What follows belongs to an exercise in optimizing a design on an open flow for small area, a short achievable clock period and few clock cycles; a production flow would make more cautious choices. In this exercise RTL edits were held to simulation tests only and were not proved equivalent to the original. Power and IR drop assume default switching activity.

## v16
## cavlc_residual_top
module cavlc_residual_top (
	input  logic                       clk,
	input  logic                       rst_n,
	input  logic                       start_i,
	input  logic [256-1:0]    block_i,      
	input  logic                       flush_i,
	output logic                       busy_o,
	output logic [7:0]                 byte_o,
	output logic                       byte_we_o,
	output logic                       block_done_o,
	output logic [9-1:0] block_bits_o
);
Size in the first run: about 2500 cells after synthesis, ~490 flip-flops, roughly 280 I/O pins, ~27000 sq um of cells after synthesis.
==> module cavlc_block_scan, before the edit <==
module cavlc_block_scan (
	input  logic         clk,
	input  logic         rst_n,
	input  logic         start_i,
	input  logic [256-1:0] block_i,
	input  logic         adv_i,           
	input  logic         adv_safe_i,      
	output logic         busy_o,
	output logic         tok_v_o,         
	output logic         tok_t1_o,        
	output logic         tok_last_o,      
	output logic         tok_first_o,     
	output logic         tok_adj_o,       
	output logic [11:0]  tok_cnt4_o,      
	output logic [15:0]  tok_data_o,      
	output logic [4:0]   tok_sg_o,        
	output logic         tok_ab_o,        
	output logic         tok_s2_o         
);
	logic [256-1:0] blk_q;
	logic [15:0] nz_q;         
	logic [15:0] one_q;        
	logic [15:0] sign_q;       
	logic        run2_q;       
	logic        have_q;       
	logic        first_q;      
	logic        pend_q;       
	logic        adj_q;
	logic        lastnext_q;   
	function automatic logic [4:0] therm_add(input logic [4:0] a, input logic [4:0] b);
		logic [5:0] ta, tb;
		logic [4:0] t;
		ta = {a, 1'b1};    
		tb = {b, 1'b1};
		for (int i = 1; i <= 5; i++) begin
			t[i-1] = 1'b0;
			for (int j = 0; j <= i; j++)
				t[i-1] = t[i-1] | (ta[j] & tb[i-j]);
		end
		therm_add = t;
	endfunction
	function automatic logic [4:0] therm16(input logic [15:0] x);
		logic [39:0] l1;
		logic [19:0] l2;
		logic [9:0]  l3;
		for (int i = 0; i < 8; i++)
			l1[5*i +: 5] = therm_add({4'd0, x[2*i]}, {4'd0, x[2*i+1]});
		for (int i = 0; i < 4; i++)
			l2[5*i +: 5] = therm_add(l1[10*i +: 5], l1[10*i+5 +: 5]);
		for (int i = 0; i < 2; i++)
			l3[5*i +: 5] = therm_add(l2[10*i +: 5], l2[10*i+5 +: 5]);
		therm16 = therm_add(l3[4:0], l3[9:5]);
	endfunction
	function automatic logic [15:0] or_above(input logic [15:0] x);
		logic [15:0] y;
		for (int k = 0; k < 16; k++)
			y[k] = |(x >> (k + 1));
		or_above = y;
	endfunction
	function automatic logic [15:0] or_below(input logic [15:0] x);
		logic [15:0] y;
		for (int k = 0; k < 16; k++)
			y[k] = |(x << (16 - k));
		or_below = y;
	endfunction
	logic [15:0] nz_in, one_in;
	logic [4:0]  th_in;
	logic        ln_in;
	always_comb begin
		for (int k = 0; k < 16; k++) begin
			nz_in[k]  = |block_i[16*k +: 16];
			one_in[k] = block_i[16*k] &
				((block_i[16*k+1 +: 15] == 15'd0) || (block_i[16*k+1 +: 15] == 15'h7fff));
		end
		th_in = therm16(nz_in);
		ln_in = !th_in[1] || (!th_in[2] && (nz_in & ~or_below(nz_in) & one_in) != 16'd0);
	end
	logic [15:0] a1, a2, sel2one;
	logic [4:0]  th;
	logic        ge2, ge3, ge4, ge5, botone;
	logic [15:0] sel1, t1pos, rem;
	logic        top_one, two, is_t1, single, last, rem_le1;
	logic [1:0]  t1cnt;
	logic [2:0]  signs;
	logic        s1, s2;
	logic [23:0] c2;
	logic [11:0] c4;
	logic [15:0] coef;
	always_comb begin
		a1  = or_above(nz_q);                  
		a2  = or_above(nz_q & a1);             
		th  = therm16(nz_q);
		ge2 = th[1];
		ge3 = th[2];
		ge4 = th[3];
		ge5 = th[4];
		botone = (nz_q & ~or_below(nz_q) & one_q) != 16'd0;
		sel1    = nz_q & ~a1;
		top_one = (sel1 & one_q) != 16'd0;
		sel2one = nz_q & a1 & ~a2 & one_q;
		t1pos   = sel1 | sel2one;
		two     = sel2one != 16'd0;
		s1 = |(sel1 & sign_q);
		s2 = |(sel2one & sign_q);
		if (first_q) begin
			is_t1 = (nz_q == 16'd0) || top_one;
			t1cnt = (nz_q == 16'd0) ? 2'd0 : (two ? 2'd2 : 2'd1);
			signs = two ? {1'b0, s1, s2} : {2'b0, s1};
		end else begin
			is_t1 = run2_q && top_one;
			t1cnt = 2'd1;
			signs = {2'b0, s1};
		end
		for (int i = 0; i < 8; i++)
			c2[3*i +: 3] = 3'(nz_q[2*i]) + 3'(nz_q[2*i+1]);
		for (int i = 0; i < 4; i++)
			c4[3*i +: 3] = c2[6*i +: 3] + c2[6*i+3 +: 3];
		single = !first_q && run2_q && top_one;
		rem = nz_q & ~(single ? sel1 : t1pos);
		if (!single && two) begin
			last    = ~ge3;
			rem_le1 = ~ge4 || (!is_t1 && botone && !ge5);
		end else begin
			last    = ~ge2;
			rem_le1 = ~ge3 || (botone && !ge4);
		end
		coef = '0;
		for (int k = 0; k < 16; k++)
			coef = coef | (blk_q[16*k +: 16] & {16{sel1[k]}});
	end
	logic busy_q, accept, issue, have_d, lastnext_d;
	assign busy_o = busy_q;
	assign accept = start_i & ~busy_q;
	assign issue  = adv_i & have_q;
	always_comb begin
		if (accept) begin
			have_d     = 1'b1;
			lastnext_d = ln_in;
		end else if (issue) begin
			have_d     = ~last;
			lastnext_d = rem_le1;
		end else begin
			have_d     = have_q;
			lastnext_d = lastnext_q;
		end
	end
	always_ff @(posedge clk or negedge rst_n) begin
		if (!rst_n) begin
			have_q     <= 1'b0;
			first_q    <= 1'b0;
			pend_q     <= 1'b0;
			lastnext_q <= 1'b0;
			run2_q     <= 1'b0;
			busy_q     <= 1'b0;
			tok_v_o    <= 1'b0;
		end else begin
			have_q     <= have_d;
			lastnext_q <= lastnext_d;
			busy_q     <= have_d & ~(lastnext_d & adv_safe_i);
			if (accept) begin
				first_q    <= 1'b1;
				pend_q     <= 1'b0;
				run2_q     <= 1'b0;
			end else if (issue) begin
				first_q    <= 1'b0;
				pend_q     <= is_t1;
				run2_q     <= first_q && top_one && two;
			end
			if (adv_i)
				tok_v_o <= have_q;
		end
	end
	always_ff @(posedge clk) begin
		if (~busy_q) begin
			blk_q <= block_i;
			nz_q  <= nz_in;
			one_q <= one_in;
			for (int k = 0; k < 16; k++)
				sign_q[k] <= block_i[16*k+15];
		end else if (issue) begin
			nz_q  <= rem;
		end
		if (issue && first_q)
			tok_cnt4_o <= c4;
		if (issue && is_t1)
			adj_q <= first_q;
		if (issue) begin
			tok_t1_o    <= is_t1;
			tok_last_o  <= last;
			tok_first_o <= ~is_t1 & (first_q | pend_q | run2_q);
			tok_adj_o   <= first_q | adj_q | run2_q;
			tok_data_o  <= coef;
			tok_sg_o    <= {t1cnt, signs};
			tok_ab_o    <= ~is_t1 & two;
			tok_s2_o    <= s2;
		end
	end
endmodule
clock: 11.0 ns
lec_check: 0
cap_margin: 20
core_margin: 2
core_utilization: 55
place_density: 0.68
setup_slack_margin: 5
slew_margin: 20
standard.sh (not shown) runs the stock make flow with config.mk's settings and CLKGATE_MAP_FILE= SYNTH_SCRIPT=/design/flow/synth_recipe.tcl, a recipe that flattens the netlist after the stock synthesis.
==> flow/flow/run.sh <==
#!/bin/bash
# The standard layout (the standard.sh, all steps unchanged), with
# the port buffers that global placement inserts made of buf_1 cells
# instead of the delay buffers buffer_ports picks by default. Every
# input and output port still gets its own buffer.
set -o pipefail
export BUFFER_PORTS_ARGS="-buffer_cell sky130_fd_sc_hd__buf_1"
cp standard.sh standard_copy.sh.txt
bash standard.sh > standard.log 2>&1
Testbench counts of v16, summed over its fixed seeds: cycles 5,430.
The following lists how v36 was set up differently from v16:
--- a/flow/design.v
+++ b/flow/design.v
@@ -134,9 +134,9 @@
 			one_in[k] = block_i[16*k] &
 				((block_i[16*k+1 +: 15] == 15'd0) || (block_i[16*k+1 +: 15] == 15'h7fff));
 		end
 		th_in = therm16(nz_in);
-		ln_in = !th_in[1] || (!th_in[2] && (nz_in & ~or_below(nz_in) & one_in) != 16'd0);
+		ln_in = !th_in[1];
 	end
 	logic [15:0] a1, a2, sel2one;
 	logic [4:0]  th;
 	logic        ge2, ge3, ge4, ge5, botone;
From v16 to v36 the numbers moved as follows: number of well-tap cells placed decreased by 42 relative to the old numbers; sequential-cell power consumption increased by about 1% relative to the old numbers.
Achievable frequency ends up lower on v16.
Per the comparison of v36 with v16, number of CTS-inserted buffers decreased by 2 relative to the old numbers; delay of the slowest cell on the worst path went down; routed wire length climbed about 1.8%; worst-path maximum fanout lower; met3 routing resource usage after global routing now larger.
[compare] base=v16 new=v36: fraction of power consumed by the clock network went down; global routing usage summed across all routing layers climbed 1.0 points.
Testbench counts of v36, summed over its fixed seeds: cycles 5,598.

afterwards: timing with drivers on the ports:
In the flow no input, the clock included, has a driving cell. The finished layouts below were timed again as built, in two steps. Step 1: set_driving_cell puts a clkbuf_16 on clk and a buf_2 on each other input, an assumption about the parent block. Step 2 times the ports against the registers' clock, not the clock port: input delays grow and output delays shrink by t, the midpoint of the rising clock arrivals with the driver on. Slacks: ideal / step 1 / step 2; pairs: ideal / step 1.
run	t, ns	setup WS [ns]	latest minus earliest clock arrival (ns)	slew at the worst register clock pin (ns)	cell pins on the clock port's net
v16	0.666	5.855 / 5.855 / 5.649	0.016 / 0.016	0.07 / 0.07	1
v36	0.660	6.165 / 6.210 / 5.550	0.038 / 0.038	0.06 / 0.06	1
After both steps every run listed still meets setup and hold. For v36, which loses most, drivers alone change the setup slack by +0.045 ns; drivers and shift together by -0.615 ns.
